Context: an optimization exercise on an open-source flow, tuned for small area, a short achievable clock period and few clock cycles per item. The choices shown serve that exercise and are no tape-out recipe. The RTL was checked by simulation tests, not by an equivalence proof against the original design. Power is estimated from default activity; no workload was simulated.

==> job 117 <==
==> flow/design.v <==
package pkt_pkg;
  localparam int DATA_W  = 64;
  localparam int EMPTY_W = 3;
  typedef logic [DATA_W-1:0]  data_t;
  typedef logic [EMPTY_W-1:0] empty_t;
  typedef struct packed {
    logic   sop;
    logic   eop;
    empty_t empty;
    data_t  data;
  } beat_t;
  typedef enum logic [1:0] {
    TX_IDLE = 2'd0,
    TX_LOAD = 2'd1,
    TX_SEND = 2'd2,
    TX_DONE = 2'd3
  } tx_state_t;
endpackage
`timescale 1ns/1ps
module pkt_loopback_top #(
  parameter int FIFO_DEPTH = 8,
  parameter int MAX_BEATS  = 16
) (
  input  logic  rd_clk,
  input  logic  rd_rst_n,
  input  logic  rx_valid,
  output logic  rx_ready,
  input  pkt_pkg::beat_t rx_beat,
  input  logic  tx_enable,
  input  logic  tx_ready,
  output logic  tx_valid,
  output pkt_pkg::beat_t tx_beat
);
  localparam int N  = MAX_BEATS;
  localparam int PW = $clog2(N);
  localparam int CW = $clog2(N + 1);
  localparam int EW = pkt_pkg::DATA_W + pkt_pkg::EMPTY_W + 1;
  logic [EW-1:0] ring [0:N-1];
  logic [PW-1:0] dh;        
  logic          dh0;       
  logic [PW-1:0] dt;        
  logic [CW-1:0] count;     
  logic [CW-1:0] ccount;    
  logic          rdy_n;     
  logic          wsel_n;    
  logic          tv;        
  pkt_pkg::beat_t ob;       
  logic          drop;      
  logic          last_eop;  
  logic          en_seen;   
  logic          empty;
  logic          one;
  logic          full;
  logic          ccnz;
  logic          cc_one;
  logic          dt1;
  logic          ovf;
  logic          acc;
  logic          store;     
  logic          discard;
  logic          commit;
  logic          take;      
  logic          fire;
  logic          new_head;
  logic          drop_nxt;
  logic          high;      
  logic [CW-1:0] count_nxt;
  logic [pkt_pkg::DATA_W-1:0] rd_data;
  logic [pkt_pkg::DATA_W-1:0] rd_inc;
  logic          rdy_0;
  logic          rdy_s;
  logic          rdy_t;
  logic          rdy_st;
  logic          wsel_s;
  logic          wsel_t;
  logic [EW-1:0] wr_ent;
  assign empty   = (count == '0);
  assign one     = (count == CW'(1));
  assign full    = (count == CW'(N));
  assign high    = (count >= CW'(N - 1));
  assign ccnz    = (ccount != '0);
  assign cc_one  = (ccount == CW'(1));
  assign dt1     = (dt == PW'(1));
  assign ovf     = full && !ccnz;
  assign acc     = rx_valid && !rdy_n;
  assign store   = acc && !drop && !ovf;
  assign discard = acc && !drop && ovf;
  assign commit  = store && rx_beat.eop;
  assign fire    = tv && tx_ready;
  assign take    = dh0 && en_seen && (!tv || tx_ready) && !empty &&
                   (ccnz || commit);
  assign new_head = store && (empty || (take && one));
  assign drop_nxt = (acc && (drop || ovf)) ? !rx_beat.eop : drop;
  always_comb begin
    count_nxt = count;
    if (discard) begin
      count_nxt = '0;
    end else if (store && !take) begin
      count_nxt = count + 1'b1;
    end else if (take && !store) begin
      count_nxt = count - 1'b1;
    end
  end
  assign rdy_0  = (full && !ccnz) || (!full && (empty || dt1));
  assign rdy_s  = !high || (!ccnz && !rx_beat.eop);
  assign rdy_t  = one || dt1;
  assign rdy_st = !full || !(rx_beat.eop || (ccnz && !cc_one));
  assign wsel_s = (count != CW'(N - 1));
  assign wsel_t = one || dt1;
  assign wr_ent = {rx_beat.eop,
                   rx_beat.eop ? rx_beat.empty : pkt_pkg::EMPTY_W'(0),
                   rx_beat.data};
  always_ff @(posedge rd_clk or negedge rd_rst_n) begin
    if (!rd_rst_n) begin
      dh       <= '0;
      dh0      <= 1'b1;
      dt       <= '0;
      count    <= '0;
      ccount   <= '0;
      rdy_n    <= 1'b0;
      wsel_n   <= 1'b0;
      tv       <= 1'b0;
      drop     <= 1'b0;
      last_eop <= 1'b1;
      en_seen  <= 1'b0;
    end else begin
      if (new_head) begin
        dh  <= PW'(N - 2);
        dh0 <= 1'b0;
      end else if (take) begin
        dh  <= '0;
        dh0 <= 1'b1;
      end else begin
        dh  <= dh - 1'b1;
        dh0 <= (dh == PW'(1));
      end
      if (store || discard || (take && one) || empty) begin
        dt <= '0;
      end else begin
        dt <= dt - 1'b1;
      end
      count <= count_nxt;
      if (commit) begin
        ccount <= count_nxt;
      end else if (take) begin
        ccount <= ccount - 1'b1;
      end
      if (drop_nxt || discard) begin
        rdy_n <= 1'b0;
      end else begin
        case ({store, take})
          2'b00:   rdy_n <= !rdy_0;
          2'b10:   rdy_n <= !rdy_s;
          2'b01:   rdy_n <= !rdy_t;
          default: rdy_n <= !rdy_st;
        endcase
      end
      if (discard) begin
        wsel_n <= 1'b0;
      end else begin
        case ({store, take})
          2'b00:   wsel_n <= !(!full && (empty || dt1));
          2'b10:   wsel_n <= !wsel_s;
          2'b01:   wsel_n <= !wsel_t;
          default: wsel_n <= full;
        endcase
      end
      tv       <= take || (tv && !tx_ready);
      en_seen  <= en_seen || tx_enable;
      drop     <= drop_nxt;
      if (take) begin
        last_eop <= ring[1][EW-1];
      end
    end
  end
  assign rd_data = ring[1][pkt_pkg::DATA_W-1:0];
  always_comb begin
    logic [pkt_pkg::DATA_W-1:0] pre;
    pre = rd_data;
    for (int l = 1; l < pkt_pkg::DATA_W; l = l * 2) begin
      for (int i = 0; i < pkt_pkg::DATA_W; i++) begin
        if ((i / l) % 2 == 1) begin
          pre[i] = pre[i] & pre[(i / l) * l - 1];
        end
      end
    end
    rd_inc = rd_data ^ {pre[pkt_pkg::DATA_W-2:0], 1'b1};
  end
  always_ff @(posedge rd_clk) begin
    for (int i = 0; i < N - 1; i++) begin
      ring[i] <= ring[i+1];
    end
    ring[N-1] <= wsel_n ? ring[0] : wr_ent;
  end
  always_ff @(posedge rd_clk or negedge rd_rst_n) begin
    if (!rd_rst_n) begin
      ob <= '0;
    end else if (take) begin
      ob <= {last_eop, ring[1][EW-1:pkt_pkg::DATA_W], rd_inc};
    end else if (fire) begin
      ob <= '0;
    end
  end
  assign rx_ready = !rdy_n;
  assign tx_valid = tv;
  assign tx_beat  = ob;
endmodule
==> flow/flow/run.sh <==
#!/bin/bash
# The standard layout, with the port buffers made from buf_2 cells
# instead of the delay buffers buffer_ports picks by default.
set -euo pipefail
export BUFFER_PORTS_ARGS="-buffer_cell sky130_fd_sc_hd__buf_2"
bash standard.sh > standard_flow.log 2>&1
==> flow/standard.sh <==
#!/bin/bash
# synth_recipe.tcl (not shown) runs the flow's synth.tcl, then flattens the netlist and writes it again
# the make line also repeats each setting of config.mk as NAME=value (left out here)
make -C /OpenROAD-flow-scripts/flow DESIGN_CONFIG=/design/flow/config.mk WORK_HOME=/design/flow/orfs CLKGATE_MAP_FILE= SYNTH_SCRIPT=/design/flow/synth_recipe.tcl "${@:-finish}"
==> flow/config.mk <==
export PLATFORM = sky130hd
export DESIGN_NAME = pkt_loopback_top
export DESIGN_NICKNAME = pkt_loopback_top
export VERILOG_FILES = /design/flow/design.v
export SDC_FILE = /design/flow/constraint.sdc
export NUM_CORES = 4
export LEC_CHECK = 0
export ABC_CLOCK_PERIOD_IN_PS = 2000
export CAP_MARGIN = 20
export CORE_MARGIN = 2
export CORE_UTILIZATION = 40
export CTS_CLUSTER_DIAMETER = 100
export CTS_CLUSTER_SIZE = 28
export SETUP_SLACK_MARGIN = 3.15
export SLEW_MARGIN = 20
==> flow/constraint.sdc <==
create_clock -name core_clock -period 5.5 [get_ports {rd_clk}]
set_input_delay 1.1000 -clock core_clock [delete_from_list [all_inputs] [get_ports {rd_clk}]]
set_output_delay 1.1000 -clock core_clock [all_outputs]
set_load 0.01 [all_outputs]
==> job 7153 (differences from job 117) <==
--- a/flow/design.v
+++ b/flow/design.v
@@ -44,3 +44,2 @@
   logic          rdy_n;     
-  logic          wsel_n;    
   logic          tv;        
@@ -73,4 +72,2 @@
   logic          rdy_st;
-  logic          wsel_s;
-  logic          wsel_t;
   logic [EW-1:0] wr_ent;
@@ -107,4 +104,2 @@
   assign rdy_st = !full || !(rx_beat.eop || (ccnz && !cc_one));
-  assign wsel_s = (count != CW'(N - 1));
-  assign wsel_t = one || dt1;
   assign wr_ent = {rx_beat.eop,
@@ -120,3 +115,2 @@
       rdy_n    <= 1'b0;
-      wsel_n   <= 1'b0;
       tv       <= 1'b0;
@@ -157,12 +151,2 @@
       end
-      if (discard) begin
-        wsel_n <= 1'b0;
-      end else begin
-        case ({store, take})
-          2'b00:   wsel_n <= !(!full && (empty || dt1));
-          2'b10:   wsel_n <= !wsel_s;
-          2'b01:   wsel_n <= !wsel_t;
-          default: wsel_n <= full;
-        endcase
-      end
       tv       <= take || (tv && !tx_ready);
@@ -192,3 +176,3 @@
     end
-    ring[N-1] <= wsel_n ? ring[0] : wr_ent;
+    ring[N-1] <= store ? wr_ent : ring[0];
   end
==> run summary <==
Syn nets: job 117 1921; job 7153 1982
Number of distinct standard cells referenced by the synthesized netlist: job 117 64; job 7153 48
Slew at the pin with the worst max-slew slack: job 117 914 ps; job 7153 1110 ps
Clock power share: job 117 0.205; job 7153 0.212
Setup Buffers After CTS: job 117 36; job 7153 20
Iteration count of the initial detailed-routing pass: job 117 6; job 7153 5
Post-cts gate resize count: job 117 64; job 7153 40
Width of the die: job 117 270 um; job 7153 268 um
Power spent charging and discharging nets: job 117 4980 uW; job 7153 5040 uW
TritonCTS Buffers: job 117 48; job 7153 49
Placeable core region: job 117 70100 um2; job 7153 68700 um2
RD Place Congestion: job 117 0.802; job 7153 0.790
Outcome: job 117 no timing/DRC/antenna violations; job 7153 no timing/DRC/antenna violations
Clock Sink Count: job 117 1182; job 7153 1181
Proportion of synthesized chip area in sequential cells: job 117 0.850; job 7153 0.866
Die Footprint: job 117 73100 um2; job 7153 71700 um2
Number of standard cells after synthesis: job 117 1829; job 7153 1890
Met1 track utilization from global routing: job 117 0.185; job 7153 0.176
Critical path data arrival time: job 117 1250 ps; job 7153 1200 ps
Height of the chip: job 117 270 um; job 7153 268 um
Fmax: job 117 0.425 GHz; job 7153 0.434 GHz
Maximum ir drop on the vdd rail: job 117 0.000331 V; job 7153 0.000243 V
Combinational fraction of design power: job 117 0.124; job 7153 0.119
Clock-pin slew on the worst setup and hold paths: job 117 110 ps; job 7153 100 ps
Starting density of the core: job 117 0.405; job 7153 0.405
Cells after DPL: job 117 2868; job 7153 2921
Mapped Area: job 117 28400 um2; job 7153 27800 um2
Testbench counts of job 117, summed over its fixed seeds: cycles 14,877, items 14,749.
Testbench counts of job 7153, summed over its fixed seeds: cycles 14,877, items 14,749.

## re-timing with driven ports
The flow's constraints put no driver on any port. The routed layouts listed below were extracted and timed again, unchanged, in two steps.
Step 1 (the two cells are an assumption about what drives the block):
set clk [get_ports {rd_clk}]
set_driving_cell -lib_cell sky130_fd_sc_hd__clkbuf_16 $clk
set_driving_cell -lib_cell sky130_fd_sc_hd__buf_2 [delete_from_list [all_inputs] $clk]
Step 2 also shifts input and output timing later by t, the mid clock arrival at the registers, as if the neighbouring blocks saw the same clock.
Three values: ideal, step 1, step 2; two values: the first two.
run | shift t [ns] | slack for setup (ns) | worst register clock-pin slew, ns
job 117 | 0.664 | 3.147 / 3.089 / 2.531 | 0.11 / 0.11
job 7153 | 0.658 | 3.196 / 3.141 / 2.580 | 0.11 / 0.11
After both steps setup and hold are still met in every run listed.
